Background: an optimization exercise with open tools, aiming at small area, a short achievable clock period and few clock cycles per item. Do not read the settings as production practice. The RTL was checked by simulation tests, not by an equivalence proof against the original design. Power is estimated from default activity; no workload was simulated.

[flow/design.v]
`default_nettype none
package ica_pkg;
    localparam int DIM          = 4;
    localparam int SAMPLE_WIDTH = 16;
    localparam int NORM_WIDTH   = 18;
    localparam logic [NORM_WIDTH-1:0] THRESHOLD = NORM_WIDTH'(32);
    localparam logic [2:0] IDLE   = 3'd0;
    localparam logic [2:0] LOAD   = 3'd1;
    localparam logic [2:0] DIFF   = 3'd2;
    localparam logic [2:0] NORM   = 3'd3;
    localparam logic [2:0] REPORT = 3'd4;
endpackage
`default_nettype wire
`default_nettype none
package cordic_pkg;
    localparam int CORDIC_WIDTH  = 22;
    localparam int CORDIC_STAGES = 16;
    localparam int GUARD_BITS    = 2;
    localparam int GAIN_WIDTH = 16;
    localparam logic [GAIN_WIDTH-1:0] GAIN_INV = 16'd39797;
endpackage
`default_nettype wire
`timescale 1ns/1ps
`default_nettype none
import ica_pkg::*;
module sample_loader (
    input  logic                                clk,
    input  logic                                nreset,
    input  logic                                load_en,
    input  logic [SAMPLE_WIDTH-1:0]             sample_in,
    input  logic                                sample_valid,
    output logic                                sample_ready,
    output logic [DIM-1:0][SAMPLE_WIDTH-1:0]    vec,
    output logic                                loaded
);
    localparam int CNT_W = $clog2(DIM + 1);
    localparam int IDX_W = $clog2(DIM);
    logic [CNT_W-1:0] count;
    logic             take;
    assign sample_ready = load_en && (count < CNT_W'(DIM));
    assign take         = sample_valid && sample_ready;
    assign loaded       = (count == CNT_W'(DIM));
    always_ff @(posedge clk) begin
        if (!nreset) begin
            count <= '0;
        end else if (!load_en) begin
            count <= '0;
        end else if (take) begin
            count <= count + 1'b1;
        end
    end
    always_ff @(posedge clk) begin
        if (take) begin
            vec[count[IDX_W-1:0]] <= sample_in;
        end
    end
endmodule
`default_nettype wire
`timescale 1ns/1ps
`default_nettype none
import ica_pkg::*;
module conv_control (
    input  logic                                clk,
    input  logic                                nreset,
    input  logic                                start,
    input  logic                                loaded,
    input  logic [DIM-1:0][SAMPLE_WIDTH-1:0]    vec,
    input  logic                                norm_ack,
    input  logic [NORM_WIDTH-1:0]               norm,
    output logic                                load_en,
    output logic                                norm_req,
    output logic [DIM-1:0][SAMPLE_WIDTH:0]      diff_vec,
    output logic                                done,
    output logic [NORM_WIDTH-1:0]               diff_norm,
    output logic                                converged
);
    logic [2:0]                         state;
    logic [DIM-1:0][SAMPLE_WIDTH-1:0]   prev;
    logic                               norm_taken;
    assign load_en    = (state == LOAD);
    assign norm_req   = (state == NORM);
    assign norm_taken = norm_req && norm_ack;
    always_ff @(posedge clk) begin
        if (!nreset) begin
            state     <= IDLE;
            done      <= 1'b0;
            converged <= 1'b0;
            prev      <= '0;
        end else begin
            case (state)
                IDLE: begin
                    if (start) begin
                        state <= LOAD;
                    end
                end
                LOAD: begin
                    if (loaded) begin
                        state <= DIFF;
                    end
                end
                DIFF: begin
                    state <= NORM;
                end
                NORM: begin
                    if (norm_ack) begin
                        state     <= REPORT;
                        done      <= 1'b1;
                        converged <= (norm <= THRESHOLD);
                        prev      <= vec;
                    end
                end
                REPORT: begin
                    if (!start) begin
                        state <= IDLE;
                        done  <= 1'b0;
                    end
                end
                default: begin
                    state <= IDLE;
                    done  <= 1'b0;
                end
            endcase
        end
    end
    always_ff @(posedge clk) begin
        if (state == DIFF) begin
            for (int i = 0; i < DIM; i++) begin
                diff_vec[i] <= {vec[i][SAMPLE_WIDTH-1], vec[i]} - {prev[i][SAMPLE_WIDTH-1], prev[i]};
            end
        end
    end
    always_ff @(posedge clk) begin
        if (norm_taken) begin
            diff_norm <= norm;
        end
    end
endmodule
`default_nettype wire
`timescale 1ns/1ps
`default_nettype none
import cordic_pkg::*;
module cordic_vec (
    input  logic    clk,
    input  logic    nreset,
    input  logic signed [CORDIC_WIDTH-1:0] srv_x,
    input  logic signed [CORDIC_WIDTH-1:0] srv_y,
    input  logic    srv_req,
    output logic    srv_ack,
    output logic signed [CORDIC_WIDTH-1:0] srv_mag
);
    localparam int STAGE_W = $clog2(CORDIC_STAGES + 1);
    logic signed [CORDIC_WIDTH-1:0]            x_q;
    logic signed [CORDIC_WIDTH-1:0]            y_q;
    logic signed [CORDIC_WIDTH-1:0]            x_in;
    logic signed [CORDIC_WIDTH-1:0]            y_in;
    logic [STAGE_W-1:0] stage;
    logic               busy;
    logic               ack_q;
    logic               accept;
    assign accept = srv_req && !busy && !ack_q;
    always_comb begin
        x_in = srv_x <<< GUARD_BITS;
        y_in = srv_y <<< GUARD_BITS;
        if (srv_x < 0) begin
            x_in = -x_in;
            y_in = -y_in;
        end
    end
    always_ff @(posedge clk) begin
        if (!nreset) begin
            busy  <= 1'b0;
            ack_q <= 1'b0;
            stage <= '0;
        end else if (busy) begin
            if (stage == STAGE_W'(CORDIC_STAGES)) begin
                busy  <= 1'b0;
                ack_q <= 1'b1;
            end else begin
                stage <= stage + 1'b1;
            end
        end else if (ack_q) begin
            if (!srv_req) begin
                ack_q <= 1'b0;
            end
        end else if (srv_req) begin
            busy  <= 1'b1;
            stage <= '0;
        end
    end
    always_ff @(posedge clk) begin
        if (accept) begin
            x_q <= x_in;
            y_q <= y_in;
        end else if (busy && stage != STAGE_W'(CORDIC_STAGES)) begin
            if (!y_q[CORDIC_WIDTH-1]) begin
                x_q <= x_q + (y_q >>> stage);
                y_q <= y_q - (x_q >>> stage);
            end else begin
                x_q <= x_q - (y_q >>> stage);
                y_q <= y_q + (x_q >>> stage);
            end
        end
    end
    assign srv_mag = x_q;
    assign srv_ack = ack_q;
endmodule
`default_nettype wire
`timescale 1ns/1ps
`default_nettype none
import ica_pkg::*;
import cordic_pkg::*;
module vector_norm (
    input  logic                            clk,
    input  logic                            nreset,
    input  logic                            norm_req,
    input  logic [DIM-1:0][SAMPLE_WIDTH:0]  diff_vec,
    output logic                            norm_ack,
    output logic [NORM_WIDTH-1:0]           norm,
    output logic signed [CORDIC_WIDTH-1:0]                         cli_x,
    output logic signed [CORDIC_WIDTH-1:0]                         cli_y,
    output logic                            cli_req,
    input  logic                            cli_ack,
    input  logic signed [CORDIC_WIDTH-1:0]                         cli_mag
);
    localparam int IDX_W  = $clog2(DIM);
    localparam int PROD_W = CORDIC_WIDTH + GAIN_WIDTH;
    localparam int SHIFT  = GAIN_WIDTH + GUARD_BITS;
    localparam logic [1:0] N_IDLE = 2'd0;
    localparam logic [1:0] N_REQ  = 2'd1;
    localparam logic [1:0] N_REL  = 2'd2;
    localparam logic [1:0] N_DONE = 2'd3;
    logic [1:0]              state;
    logic [IDX_W-1:0]        idx;
    logic [NORM_WIDTH-1:0]   running;
    logic [SAMPLE_WIDTH:0]   first_abs;
    logic [SAMPLE_WIDTH:0]   cur;
    logic [PROD_W-1:0]       prod;
    logic [NORM_WIDTH-1:0]   scaled;
    assign first_abs = diff_vec[0][SAMPLE_WIDTH] ? -diff_vec[0] : diff_vec[0];
    assign prod   = PROD_W'(unsigned'(cli_mag)) * PROD_W'(GAIN_INV);
    assign scaled = NORM_WIDTH'((prod + (PROD_W'(1) << (SHIFT - 1))) >> SHIFT);
    assign cur     = diff_vec[idx];
    assign cli_x   = CORDIC_WIDTH'(running);
    assign cli_y   = {{(CORDIC_WIDTH-SAMPLE_WIDTH-1){cur[SAMPLE_WIDTH]}}, cur};
    assign cli_req = (state == N_REQ);
    assign norm_ack = (state == N_DONE);
    assign norm     = running;
    always_ff @(posedge clk) begin
        if (!nreset) begin
            state <= N_IDLE;
            idx   <= '0;
        end else begin
            case (state)
                N_IDLE: begin
                    if (norm_req) begin
                        idx   <= IDX_W'(1);
                        state <= N_REQ;
                    end
                end
                N_REQ: begin
                    if (cli_ack) begin
                        state <= N_REL;
                    end
                end
                N_REL: begin
                    if (!cli_ack) begin
                        if (idx == IDX_W'(DIM - 1)) begin
                            state <= N_DONE;
                        end else begin
                            idx   <= idx + 1'b1;
                            state <= N_REQ;
                        end
                    end
                end
                N_DONE: begin
                    if (!norm_req) begin
                        state <= N_IDLE;
                    end
                end
                default: state <= N_IDLE;
            endcase
        end
    end
    always_ff @(posedge clk) begin
        if (state == N_IDLE && norm_req) begin
            running <= NORM_WIDTH'(first_abs);
        end else if (state == N_REQ && cli_ack) begin
            running <= scaled;
        end
    end
endmodule
`default_nettype wire
`timescale 1ns/1ps
`default_nettype none
import ica_pkg::*;
import cordic_pkg::*;
module ica_conv_top (
    input  logic                    clk,
    input  logic                    nreset,
    input  logic                    start,
    input  logic [SAMPLE_WIDTH-1:0] sample_in,
    input  logic                    sample_valid,
    output logic                    sample_ready,
    output logic                    done,
    output logic [NORM_WIDTH-1:0]   diff_norm,
    output logic                    converged
);
    logic                               load_en;
    logic                               loaded;
    logic [DIM-1:0][SAMPLE_WIDTH-1:0]   vec;
    logic                               norm_req;
    logic                               norm_ack;
    logic [DIM-1:0][SAMPLE_WIDTH:0]     diff_vec;
    logic [NORM_WIDTH-1:0]              norm;
    logic signed [CORDIC_WIDTH-1:0] cif_x;
    logic signed [CORDIC_WIDTH-1:0] cif_y;
    logic    cif_req;
    logic    cif_ack;
    logic signed [CORDIC_WIDTH-1:0] cif_mag;
    sample_loader u_loader (
        .clk          (clk),
        .nreset       (nreset),
        .load_en      (load_en),
        .sample_in    (sample_in),
        .sample_valid (sample_valid),
        .sample_ready (sample_ready),
        .vec          (vec),
        .loaded       (loaded)
    );
    conv_control u_ctrl (
        .clk       (clk),
        .nreset    (nreset),
        .start     (start),
        .loaded    (loaded),
        .vec       (vec),
        .norm_ack  (norm_ack),
        .norm      (norm),
        .load_en   (load_en),
        .norm_req  (norm_req),
        .diff_vec  (diff_vec),
        .done      (done),
        .diff_norm (diff_norm),
        .converged (converged)
    );
    vector_norm u_norm (
        .clk      (clk),
        .nreset   (nreset),
        .norm_req (norm_req),
        .diff_vec (diff_vec),
        .norm_ack (norm_ack),
        .norm     (norm),
        .cli_x    (cif_x),
        .cli_y    (cif_y),
        .cli_req  (cif_req),
        .cli_ack  (cif_ack),
        .cli_mag  (cif_mag)
    );
    cordic_vec u_cordic (
        .clk     (clk),
        .nreset  (nreset),
        .srv_x   (cif_x),
        .srv_y   (cif_y),
        .srv_req (cif_req),
        .srv_ack (cif_ack),
        .srv_mag (cif_mag)
    );
endmodule
`default_nettype wire
[flow/run.sh]
#!/bin/bash
# synth_recipe.tcl (not shown) runs the flow's synth.tcl, then flattens the netlist and writes it again
# the make line also repeats each setting of config.mk as NAME=value (left out here)
make -C /OpenROAD-flow-scripts/flow DESIGN_CONFIG=/design/flow/config.mk WORK_HOME=/design/flow/orfs CLKGATE_MAP_FILE= SYNTH_SCRIPT=/design/flow/synth_recipe.tcl finish
[flow/config.mk]
export PLATFORM = sky130hd
export DESIGN_NAME = ica_conv_top
export DESIGN_NICKNAME = ica_conv_top
export VERILOG_FILES = /design/flow/design.v
export SDC_FILE = /design/flow/constraint.sdc
export NUM_CORES = 4
export LEC_CHECK = 0
export CAP_MARGIN = 20
export CORE_MARGIN = 2
export CORE_UTILIZATION = 40
export PLACE_DENSITY = 0.6
export SLEW_MARGIN = 20
[flow/constraint.sdc]
create_clock -name core_clock -period 9.0 [get_ports {clk}]
set_input_delay 1.8000 -clock core_clock [delete_from_list [all_inputs] [get_ports {clk}]]
set_output_delay 1.8000 -clock core_clock [all_outputs]
set_load 0.01 [all_outputs]
==> impl_metrics.tcl <==
set metrics [dict create \
    rsz0062_at_grt "no" \
    crit_buf_inv 6 \
    hpwl_mm 54.7 \
    fin_crit_ns 7.44 \
    synthesis.nets 3253 \
    n_fill_cell 6267 \
    numPortBuffers 40 \
    regToRegSetupSlack_ns 1.56 \
    synthCells 2820 \
    crit_path_end_kind "flip-flop" \
    diodes 0 \
    ctsResizeCount 0 \
    yosysTopAreaCell "edfxtp_1" \
    total_leakage_power_uw 0.0118 \
    area_growth_pct 9.55 \
    power_uw 7220 \
    grt.overflow.total 0 \
    yosysSeqAreaShare_pct 29.9 \
    synth_ff_type "edfxtp_1" \
    grt_max_degree 82 \
    clk_path_buf_depth 3 \
    power.switching_uw 2960 \
    fin_cells 3724 \
    synth_edf_count 211 \
    cts_tree "built" \
    synth_common_cells "406 x inv_1, 338 x nand2_1, 258 x ha_1" \
    dieArea_um2 69000 \
    critPathMaxFanout 12 \
    cts_buffers 38 \
    reg2reg_to "u_norm.running[17]" \
    powerDensity_nw_per_um2 246 \
    fin_setup_tns_ns 0 \
    cp_top_family "adder cells" \
    htreeDepth 2 \
    grt_usage_pct 20.9 \
    grt_pass1_wl_mm 115 \
    crit_chain "inv_1 > fa_1 > fa_1 > inv_1 > fa_1 > inv_1 > fa_1 > inv_1 > fa_1 > inv_1 > fa_1 > inv_1 > ha_1 > o21ai_0 > nor3_1 > a22o_1 > o41a_1 > a21oi_1 > o211ai_1 > o221ai_1 > mux2i_1 > a221oi_1 > o32ai_1" \
    hp-class "reg2reg" \
    async_reset_ff_share_pct 0 \
    clock_latency_ns 0.57 \
    worstReg2RegStart "u_cordic.x_q[6]" \
    drc 0 \
    dpl_cell_area_um2 28100 \
    nNetsFinal 3263 \
    finalClockSkew_ns 0.0245 \
    syn_avg_cell_area_um2 9.49 \
    antenna_left 0 \
    min-delay-start "u_ctrl.prev[2]" \
    p_int_uw 4260 \
    yosysWarningCount 4 \
    start_util_pct 40.6 \
    cts_hold_buffers 0 \
    io_pins 41 \
    combPwrFrac_pct 53.7 \
    grt_pass1_vias 20700 \
    antenna_found_initial 2 \
    wl_per_cell_um 19.3 \
    fin_area_um2 29300 \
    multiInputGateArea_um2 16800 \
    dp_cells 3654 \
    synth.area.top_cells "edfxtp_1 24%, ha_1 12%, fa_1 12%" \
    setup_viol 0 \
    cts_sinks 295 \
    crit_start "u_cordic.x_q[6]" \
    ys_types 83 \
    cts-root-buf "clkbuf_16" \
    drv_cap 0 \
    period_share_pct 82.7 \
    final_hold_viol_count 0 \
    die_h_um 263 \
    start_kind "flip-flop" \
    clock_power_share_pct 21.4 \
    relSlewSlack_pct 32.9 \
    regArea_um2 8020 \
    drv_slew 0 \
    cts_setup_buffers 0 \
    yosysMostFrequentCell "inv_1" \
    viasPerCell 5.53 \
    cpPeakStageDelay_ns 0.71 \
    status "timing/DRC/antenna clean" \
    cts.clk_slew.worst_paths_ns 0.06 \
    final_layout_size_suffix_gt1_share_pct 6.96 \
    crit_type "reg2reg" \
    routed_wl_mm 71.7 \
    fp-row-count 94 \
    hold_end "u_ctrl.prev[2]" \
    p_sw_share_pct 40.9 \
    critPathSlowestCell "edfxtp_1" \
    crit_arrival_ns 7.90 \
    cp.required_ns 9.46 \
    rr_worst_depth 23 \
    fmax_mhz 134 \
    syn-cell-area_um2 26800 \
    vias 20600 \
    core_area_um2 66000 \
    peakVddDrop_v 0.000316 \
    ys_seq_elements 295 \
    worstHoldPathCells 2 \
    drtIter0Drc 1493 \
    dr.pass1.iters 5 \
    worst_slew_pin_slew_ns 0.997 \
    gp_congestion 0.947 \
    synth_top_cell_area_share_pct 23.7 \
    seqPwrFrac_pct 24.9 \
    die_w_um 263 \
]
==> power by group through the flow <==
stage / clock, uW / sequential, uW / combinational, uW
after floorplan: 0 / 1760 / 2930
final: 1550 / 1800 / 3880
after CTS: 1580 / 1790 / 3900
after global placement: 0 / 1820 / 3730
after global routing: 1630 / 1800 / 4450
after detailed placement: 0 / 1820 / 3870
==> stage by stage <==
| stage | util, % | hold slack [ns] | setup slack [ns] |
|---|---|---|---|
| final | 44.5 | 0.461 | 1.56 |
| after global routing | 44.5 | 0.486 | 1.06 |
| after CTS | 44.5 | 0.466 | 1.55 |
| after detailed placement | 42.6 | 0.459 | 1.59 |
| after global placement | 42.5 | 0.452 | 1.84 |
| after floorplan | - | 0.441 | 2.62 |
==> worst reg2reg max path: stages, from the launching register on <==
cell	delay, ns
edfxtp_1	0.71
inv_1	0.24
fa_1	0.56
fa_1	0.52
inv_1	0.06
fa_1	0.50
inv_1	0.05
fa_1	0.47
inv_1	0.05
fa_1	0.53
inv_1	0.06
fa_1	0.53
inv_1	0.04
ha_1	0.28
o21ai_0	0.45
nor3_1	0.11
a22o_1	0.33
o41a_1	0.39
a21oi_1	0.36
o211ai_1	0.18
o221ai_1	0.38
mux2i_1	0.25
a221oi_1	0.07
o32ai_1	0.23
==> sequential cells by signal, summed over array words and instances, names as in the netlist, 2 cells and up <==
name / flops
u_norm.idx: 2
u_ctrl.state: 3
u_loader.count: 3
u_cordic.stage: 5
u_cordic.y_q: 22
u_norm.running: 18
u_cordic.x_q: 22
u_loader.vec: 64
u_norm.state: 2
u_ctrl.diff_norm: 18
u_ctrl.diff_vec: 68
u_ctrl.prev: 64
==> routing by layer <==
metal	global-route usage (%)	vias up	wire (um)
met1	27.7	10100	31400
met2	35.5	534	34500
met4	6.34	0	2180
met5	0	-	0
met3	2.71	123	3720
li1	-	9827	-
==> worst max path at each step <==
stage | slack (ns) | depth (start not counted) | endpoint
global placement | 1.84 | 23 | u_norm.running[16]
finish | 1.56 | 23 | u_norm.running[17]
global route | 1.06 | 23 | u_norm.running[17]
floorplan | 2.62 | 23 | u_norm.running[17]
detailed placement | 1.59 | 23 | u_norm.running[16]
CTS | 1.55 | 23 | u_norm.running[17]
==> cell families after synthesis <==
logic type	count (synthesis)	share of synthesized area, %
AO/OA/AOI/OAI	587	14.1
XOR/XNOR	116	3.79
adder cells (fa/ha/maj)	413	23.6
buffers and inverters	510	7.34
flip-flops	295	29.9
multiplexers	120	7.79
AND/OR/NAND/NOR	779	13.4
==> layout make-up <==
| cell class | instances | share of cell area, % |
|---|---|---|
| multi-input combinational | 2015 | 57.4 |
| sequential | 295 | 27.4 |
| inverter | 411 | 5.26 |
| tap | 864 | 3.69 |
| clock buffer | 48 | 3.51 |
| timing repair buffer | 69 | 2.09 |
| clock inverter | 22 | 0.747 |
==> cell usage in the layout (no fill, tap or decap), drive strengths merged, types with 36 or more instances in the layout <==
master	instances
edfxtp	211
fa	155
mux2i	41
a21oi	120
nor3	61
nand3	48
clkbuf	48
mux4	68
dfxtp	84
nor2	160
ha	258
a21boi	89
nand2	339
clkdlybuf4s50	39
inv	410
xor2	36
o21ai	194
xnor2	80
Testbench counts, summed over its fixed seeds: cycles 38,384, runs 512.

-- separate check: timing with driven ports --
In the flow no input, the clock included, has a driving cell. The finished layout below was timed again as built, in two steps. Step 1 assumes that a clkbuf_16 drives the clock port and a buf_2 every other input. Step 2, shift: input delay + t, output delay - t, t = (earliest + latest rising clock arrival at the registers) / 2. This alone moves slack from input paths to output paths. a / b / c = ideal / step 1 / step 2; a / b = the first two.
t, ns: 0.617
setup WS [ns]: 1.559 / 1.559 / 1.559
pins driven straight from the clock port: 1
After both steps setup and hold are still met in this run. For this run, drivers alone change the setup slack by 0.000 ns; drivers and shift together by 0.000 ns.
